This design comes from an exercise in tuning for small area on the open sky130 flow, not from production work.
Only simulation tests tie the RTL to the original design; equivalence was not proved.
No activity file was given, so power comes from the tool's default toggle rates.

## run A
// u_rf_sb
module u_rf_sb #(
    parameter int unsigned CNT_W = 3
) (
    input  logic        clk,
    input  logic        rst,
    input  logic [4:0]  rs1_a,
    input  logic [4:0]  rs2_a,
    input  logic        rs1_use,
    input  logic        rs2_use,
    output logic [31:0] rf_rs1_o,
    output logic [31:0] rf_rs2_o,
    input  logic        rf_rd_e,
    input  logic [4:0]  rf_rd_a,
    input  logic [31:0] rf_rd_i,
    input  logic        issue_e,
    input  logic [4:0]  issue_a,
    input  logic        issue_kill,
    output logic        stall,
    output logic        sb_err
);
Size: about 3,300 cells after synthesis, roughly 1,100 flip-flops, about 130 I/O pins, roughly 0.046 mm² of cells after synthesis.
==> flow/config.mk <==
export PLATFORM = sky130hd
export DESIGN_NAME = u_rf_sb
export DESIGN_NICKNAME = u_rf_sb
export VERILOG_FILES = /design/flow/design.v
export SDC_FILE = /design/flow/constraint.sdc
export NUM_CORES = 4
export LEC_CHECK = 0
export CAP_MARGIN = 20
export CORE_MARGIN = 2
export CORE_UTILIZATION = 55
export CTS_BUF_LIST = sky130_fd_sc_hd__clkbuf_8
export CTS_CLUSTER_DIAMETER = 50
export CTS_CLUSTER_SIZE = 12
export PLACE_DENSITY = 0.65
export SETUP_SLACK_MARGIN = 0.3
export SLEW_MARGIN = 20
export SYNTH_HIERARCHICAL = 1
==> flow/constraint.sdc <==
create_clock -name core_clock -period 10.0 [get_ports {clk}]
set_input_delay 2.0000 -clock core_clock [delete_from_list [all_inputs] [get_ports {clk}]]
set_output_delay 2.0000 -clock core_clock [all_outputs]
set_load 0.01 [all_outputs]
run.sh (not shown) runs the stock make flow with config.mk's settings and CLKGATE_MAP_FILE= SYNTH_SCRIPT=/design/flow/synth_recipe.tcl, a recipe that flattens the netlist after the stock synthesis.
Here is what was changed in the inputs of run B compared with run A.
Settings: CTS_CLUSTER_SIZE removed (was 12); CTS_BUF_LIST removed (was sky130_fd_sc_hd__clkbuf_8); CTS_CLUSTER_DIAMETER removed (was 50).
==> flow/flow/run.sh (new file) <==
#!/bin/bash
# The standard layout (standard.sh: ORFS synthesis through finish) with two
# changes to how the layout is made:
#  - the port buffers that ORFS puts on every input and output are buf_1 cells
#    (ORFS's default pick is the larger clkdlybuf4s50_1);
#  - clock tree synthesis clusters sinks in groups of up to 12 within 50 um,
#    with clkbuf_8 buffers, and inserts no dummy loads.
# Everything else, including synthesis, floorplan, power grid and routing, is
# the standard flow. Its full output goes to standard.log in this folder; ORFS
# keeps each step's own log under orfs/logs/.
set -euo pipefail
export BUFFER_PORTS_ARGS="-buffer_cell sky130_fd_sc_hd__buf_1"
export CTS_ARGS="-sink_clustering_enable -repair_clock_nets -sink_clustering_size 12 -sink_clustering_max_diameter 50 -buf_list sky130_fd_sc_hd__clkbuf_8 -dont_use_dummy_load"
bash standard.sh > standard.log 2>&1
==> flow/standard.sh (new file) <==
#!/bin/bash
# synth_recipe.tcl (not shown) runs the flow's synth.tcl, then flattens the netlist and writes it again
# the make line also repeats each setting of config.mk as NAME=value (left out here)
make -C /OpenROAD-flow-scripts/flow DESIGN_CONFIG=/design/flow/config.mk WORK_HOME=/design/flow/orfs CLKGATE_MAP_FILE= SYNTH_SCRIPT=/design/flow/synth_recipe.tcl "${@:-finish}"
removed: flow/run.sh
==> comparison <==
The lower setup slack came out of run A. Run A → run B: switching share of power went down by 0.32 points; share of total power in combinational logic went down by 0.2 points. Met2 routed wirelength (higher): run B. Re ratio of total power to cell area: run B and run A aren't equal, and the higher value belongs to run A. The fraction of met2 tracks used by global routing in run B was higher than what run A gave.
Relative to run B, the following input files were edited for run C:
==> flow/flow/run.sh <==
#!/bin/bash
# The standard layout (standard.sh: ORFS synthesis through finish) with two
# changes to how the layout is made:
#  - the port buffers that ORFS puts on every input and output are buf_1 cells
#    (ORFS's default pick is the larger clkdlybuf4s50_1);
#  - clock tree synthesis clusters sinks in groups of up to 16 within 60 um,
#    with clkbuf_8 buffers, and inserts no dummy loads.
# Everything else, including synthesis, floorplan, power grid and routing, is
# the standard flow. Its full output goes to standard.log in this folder; ORFS
# keeps each step's own log under orfs/logs/.
set -euo pipefail
export BUFFER_PORTS_ARGS="-buffer_cell sky130_fd_sc_hd__buf_1"
export CTS_ARGS="-sink_clustering_enable -repair_clock_nets -sink_clustering_size 16 -sink_clustering_max_diameter 60 -buf_list sky130_fd_sc_hd__clkbuf_8 -dont_use_dummy_load"
bash standard.sh > standard.log 2>&1
[summary]
The lower share of power burned in the clock network came out of run C. Run C vs run B: share of post-route cells with drive strength above 1 down. Comparing run B with run C, the XOR/XNOR share of the synthesized area came out essentially unchanged.

separate check: timing with driven ports:
The flow's constraints put no driver on any port. The routed layouts listed below were extracted and timed again, unchanged, in two steps. Step 1: set_driving_cell puts a clkbuf_16 on clk and a buf_2 on each other input, an assumption about the parent block. Step 2 times the ports against the registers' clock, not the clock port: input delays grow and output delays shrink by t, the midpoint of the rising clock arrivals with the driver on. Three values: ideal ports, drivers, drivers and shift; two values: the first two.
run	t, ns	slack for setup (ns)	slew at the worst register clock pin (ns)
run A	0.875	1.155 / 1.132 / 1.132	0.08 / 0.08
run B	0.819	1.365 / 1.342 / 1.342	0.09 / 0.09
run C	0.788	1.346 / 1.323 / 1.323	0.11 / 0.11
After both steps every run listed still meets setup and hold.
